This is an optimization exercise on Yosys and OpenROAD, whose aim is small area, a short achievable clock period and few clock cycles, not a production implementation. Only simulation tests tie the RTL to the original design; equivalence was not proved.

==> flow/design.v <==
package md_pkg;
   typedef enum logic [1:0] {
      MD_MULT  = 2'b00,
      MD_MULTU = 2'b01,
      MD_DIV   = 2'b10,
      MD_DIVU  = 2'b11
   } md_op_e;
endpackage
module md_div_step (
   input  logic [33:0] x_i,
   input  logic [31:0] b_i,
   input  logic        sgn_i,
   input  logic [3:0]  one_i,
   input  logic [3:0]  two_i,
   input  logic [3:0]  neg_i,
   input  logic        top1_i,
   input  logic        cin_i,
   output logic [41:0] sum_o
);
   localparam int W = 42;
   logic [32:0]  bx;
   logic [W-1:0] r0, r1, r2, r3, r4, r5, r6;
   logic [W-1:0] s1a, c1a, s1b, c1b, s2a, c2a, s3, c3, s4, c4;
   logic [34:0]  pp [4];
   function automatic logic [W-1:0] maj(input logic [W-1:0] a, b, c);
      maj = (a & b) | (a & c) | (b & c);
   endfunction
   always_comb begin
      bx = {sgn_i & b_i[31], b_i};
      for (int i = 0; i < 4; i++)
         pp[i] = (({35{one_i[i]}} & {{2{bx[32]}}, bx}) | ({35{two_i[i]}} & {bx[32], bx, 1'b0}))
                 ^ {35{neg_i[i]}};
      r0 = '0;  r0[33:0]    = {~x_i[33], x_i[32:0]};
      r1 = '0;  r1[0 +: 35] = {~pp[0][34], pp[0][33:0]};
      r2 = '0;  r2[2 +: 35] = {~pp[1][34], pp[1][33:0]};
      r3 = '0;  r3[4 +: 35] = {~pp[2][34], pp[2][33:0]};
      r4 = '0;  r4[6 +: 35] = {~pp[3][34], pp[3][33:0]};
      r5 = '0;
      if (top1_i) r5[8 +: 33] = bx;
      r5[0] = neg_i[0];
      r6 = (W'(0) - (W'(1) << 33) - (W'(1) << 34) - (W'(1) << 36) - (W'(1) << 38) - (W'(1) << 40));
      r6[0] = cin_i;
      r6[2] = neg_i[1];
      r6[4] = neg_i[2];
      r6[6] = neg_i[3];
      s1a = r0 ^ r1 ^ r2;     c1a = maj(r0, r1, r2) << 1;
      s1b = r3 ^ r4 ^ r6;     c1b = maj(r3, r4, r6) << 1;
      s2a = s1a ^ c1a ^ s1b;  c2a = maj(s1a, c1a, s1b) << 1;
      s3  = s2a ^ c2a ^ c1b;  c3  = maj(s2a, c2a, c1b) << 1;
      s4  = s3 ^ c3 ^ r5;     c4  = maj(s3, c3, r5) << 1;
      sum_o = s4 + c4;
   end
endmodule
import md_pkg::*;
module md_ctrl (
   input  logic        clk,
   input  logic        rst_n,
   input  logic        md_start,
   input  logic [1:0]  md_op,
   input  logic [31:0] md_a,
   input  logic [31:0] md_b,
   input  logic        md_flush,
   input  logic        md_rd_hi,
   input  logic        md_rd_lo,
   input  logic        md_wr_hi,
   input  logic        md_wr_lo,
   output logic        md_stall,
   output logic        md_busy,
   output logic        md_done,
   output logic [31:0] hi,
   output logic [31:0] lo
);
   logic        busy_q, done_q;
   logic        st_mul_q, st_nega_q, st_prep_q, st_div_q, st_fixq_q, st_fixr_q;
   logic [4:0]  cnt_q;
   logic        sgn_q, sa_q, sb_q, hx_q;
   logic [3:0]  one_q, two_q, neg_q;
   logic        top1_q;
   logic [31:0] hi_q, lo_q, b_q;
   logic        accept, signed_op;
   assign accept    = !busy_q && md_start && !md_flush;
   assign signed_op = !md_op[0];
   function automatic logic [11:0] booth8(input logic [7:0] y8, input logic ym1);
      logic [8:0] y;
      y = {y8, ym1};
      for (int i = 0; i < 4; i++) begin
         booth8[i]     = y[2*i] ^ y[2*i+1];
         booth8[4 + i] = (y[2*i+2] & ~y[2*i+1] & ~y[2*i]) | (~y[2*i+2] & y[2*i+1] & y[2*i]);
         booth8[8 + i] = y[2*i+2] & ~(y[2*i+1] & y[2*i]);
      end
   endfunction
   function automatic logic [5:0] lzc32(input logic [31:0] x);
      lzc32 = 6'd32;
      for (int i = 0; i < 32; i++) if (x[i]) lzc32 = 31 - i;
   endfunction
   logic [33:0] dp_x;
   logic        dp_cin;
   logic [41:0] dp_sum;
   logic        last;
   assign last   = (cnt_q == 5'd0);
   assign dp_cin = st_nega_q | st_fixq_q | st_fixr_q;
   always_comb begin
      if (st_mul_q)                    dp_x = {hx_q, hx_q, hi_q};
      else if (st_div_q)               dp_x = {1'b0, hi_q, lo_q[31]};
      else if (st_nega_q | st_fixq_q)  dp_x = {2'b11, ~lo_q};
      else                             dp_x = {2'b11, ~hi_q};
   end
   md_div_step u_step (
      .x_i    (dp_x),
      .b_i    (b_q),
      .sgn_i  (sgn_q),
      .one_i  (one_q),
      .two_i  (two_q),
      .neg_i  (neg_q),
      .top1_i (top1_q),
      .cin_i  (dp_cin),
      .sum_o  (dp_sum)
   );
   logic q;
   assign q = !dp_sum[41];
   logic [5:0]  lza, lzb;
   logic [6:0]  sdiff;
   logic [5:0]  s;                   
   logic [5:0]  t;
   logic [31:0] rot, mask;
   logic        dvz, qneg;
   assign lza   = lzc32(lo_q);
   assign lzb   = lzc32(sb_q ? ~b_q : b_q);
   assign dvz   = (b_q == 32'd0);
   assign qneg  = (sa_q ^ sb_q) && !dvz;
   assign sdiff = {1'b0, lzb} - {1'b0, lza} + 7'd1;
   always_comb begin
      if (lzb == 6'd32)                   s = 6'd32;
      else if (sdiff[6] || sdiff == 7'd0) s = 6'd0;
      else                                s = sdiff[5:0];
   end
   assign t = 6'd32 - s;
   always_comb begin
      rot = lo_q;
      for (int k = 0; k < 5; k++)
         if (t[k]) rot = (rot << (1 << k)) | (rot >> (32 - (1 << k)));
   end
   assign mask = t[5] ? 32'd0 : (32'hFFFF_FFFF << t[4:0]);
   always_ff @(posedge clk or negedge rst_n) begin
      if (!rst_n) begin
         busy_q    <= 1'b0;
         done_q    <= 1'b0;
         st_mul_q  <= 1'b0;
         st_nega_q <= 1'b0;
         st_prep_q <= 1'b0;
         st_div_q  <= 1'b0;
         st_fixq_q <= 1'b0;
         st_fixr_q <= 1'b0;
         cnt_q     <= 5'd0;
         hi_q      <= 32'd0;
         lo_q      <= 32'd0;
      end else begin
         done_q <= 1'b0;
         if (!busy_q) begin
            if (accept) begin
               busy_q    <= 1'b1;
               st_mul_q  <= !md_op[1];
               st_nega_q <= md_op[1] && signed_op && md_a[31];
               st_prep_q <= md_op[1] && !(signed_op && md_a[31]);
               cnt_q     <= 5'd3;
               hi_q      <= 32'd0;
               lo_q      <= md_a;
            end else if (!md_flush && !md_start) begin
               if (md_wr_hi) hi_q <= md_a;
               if (md_wr_lo) lo_q <= md_a;
            end
         end else if (st_mul_q) begin
            hi_q  <= dp_sum[39:8];
            lo_q  <= {dp_sum[7:0], lo_q[31:8]};
            cnt_q <= cnt_q - 5'd1;
            if (last) begin
               st_mul_q <= 1'b0;
               busy_q   <= 1'b0;
               done_q   <= 1'b1;
            end
         end else if (st_nega_q) begin
            lo_q      <= dp_sum[31:0];
            st_nega_q <= 1'b0;
            st_prep_q <= 1'b1;
         end else if (st_prep_q) begin
            st_prep_q <= 1'b0;
            hi_q      <= rot & ~mask;
            lo_q      <= rot & mask;
            cnt_q     <= s[4:0] - 5'd1;
            if (s != 6'd0) begin
               st_div_q <= 1'b1;
            end else if (sa_q) begin
               st_fixr_q <= 1'b1;
            end else begin
               busy_q <= 1'b0;
               done_q <= 1'b1;
            end
         end else if (st_div_q) begin
            hi_q  <= q ? dp_sum[31:0] : {hi_q[30:0], lo_q[31]};
            lo_q  <= {lo_q[30:0], q};
            cnt_q <= cnt_q - 5'd1;
            if (last) begin
               st_div_q <= 1'b0;
               if (qneg) begin
                  st_fixq_q <= 1'b1;
               end else if (sa_q) begin
                  st_fixr_q <= 1'b1;
               end else begin
                  busy_q <= 1'b0;
                  done_q <= 1'b1;
               end
            end
         end else if (st_fixq_q) begin
            lo_q      <= dp_sum[31:0];
            st_fixq_q <= 1'b0;
            if (sa_q) begin
               st_fixr_q <= 1'b1;
            end else begin
               busy_q <= 1'b0;
               done_q <= 1'b1;
            end
         end else begin
            hi_q      <= dp_sum[31:0];
            st_fixr_q <= 1'b0;
            busy_q    <= 1'b0;
            done_q    <= 1'b1;
         end
      end
   end
   always_ff @(posedge clk) begin
      if (accept) begin
         b_q   <= md_b;
         sgn_q <= signed_op;
         sa_q  <= signed_op && md_a[31];
         sb_q  <= signed_op && md_b[31];
      end
      if (accept)        hx_q <= 1'b0;
      else if (st_mul_q) hx_q <= dp_sum[40];
      if (accept) begin
         {neg_q, two_q, one_q} <= md_op[1] ? 12'd0 : booth8(md_a[7:0], 1'b0);
         top1_q                <= 1'b0;
      end else if (st_mul_q) begin
         {neg_q, two_q, one_q} <= booth8(lo_q[15:8], lo_q[7]);
         top1_q                <= (cnt_q == 5'd1) && !sgn_q && lo_q[15];
      end else if (st_prep_q) begin
         {neg_q, two_q, one_q} <= (s != 6'd0) ? {3'd0, ~sb_q, 4'd0, 4'd1} : 12'd0;
         top1_q                <= 1'b0;
      end else if (st_div_q && last) begin
         {neg_q, two_q, one_q} <= 12'd0;
      end
   end
   assign md_busy  = busy_q;
   assign md_done  = done_q;
   assign hi       = hi_q;
   assign lo       = lo_q;
   assign md_stall = busy_q && (md_start || md_rd_hi || md_rd_lo || md_wr_hi || md_wr_lo);
endmodule
clock: 12.0 ns
lec_check: 0
abc_area: 1
cap_margin: 20
core_margin: 2
core_utilization: 40
setup_slack_margin: 5
slew_margin: 20
run.sh (not shown) runs the stock make flow with config.mk's settings and CLKGATE_MAP_FILE= SYNTH_SCRIPT=/design/flow/synth_recipe.tcl, a recipe that flattens the netlist after the stock synthesis.
Testbench counts at the start, summed over its fixed seeds: cycles 28,416.
Next try:
Settings changed: ABC_AREA 1 to not set, ABC_CLOCK_PERIOD_IN_PS set to 6000.
Effect:
- worst setup slack gains 110 ps
- wire length rises by 0.70%
- non-clock buffer count rises by 30
- final cell count falls by 8.6%
- final area rises by 3.5%
- synthesized area rises by 3.3%
- global-route usage falls by 0.62 points

-- re-timing with driven ports --
In the flow no input, the clock included, has a driving cell. The finished layouts below were timed again as built, in two steps. Step 1 (the two cells are an assumption about what drives the block):
set clk [get_ports {clk}]
set_driving_cell -lib_cell sky130_fd_sc_hd__clkbuf_16 $clk
set_driving_cell -lib_cell sky130_fd_sc_hd__buf_2 [delete_from_list [all_inputs] $clk]
Step 2 adds t to the input delays and takes it off the output delays; t is the mean of the earliest and latest rising clock arrival at the registers after step 1. Input paths then give back, and output paths get back, about the clock's delay inside the block. a / b / c = ideal / step 1 / step 2; a / b = the first two.
| run | t (ns) | slack for setup (ns) | clock arrival spread, ns | worst slew at a driven data input, ns |
|---|---|---|---|---|
| the first run | 0.548 | 4.949 / 4.949 / 4.949 | 0.022 / 0.023 | 0.06 |
| the second run | 0.556 | 5.063 / 5.063 / 5.063 | 0.013 / 0.012 | 0.06 |
After both steps setup and hold are still met in every run listed.
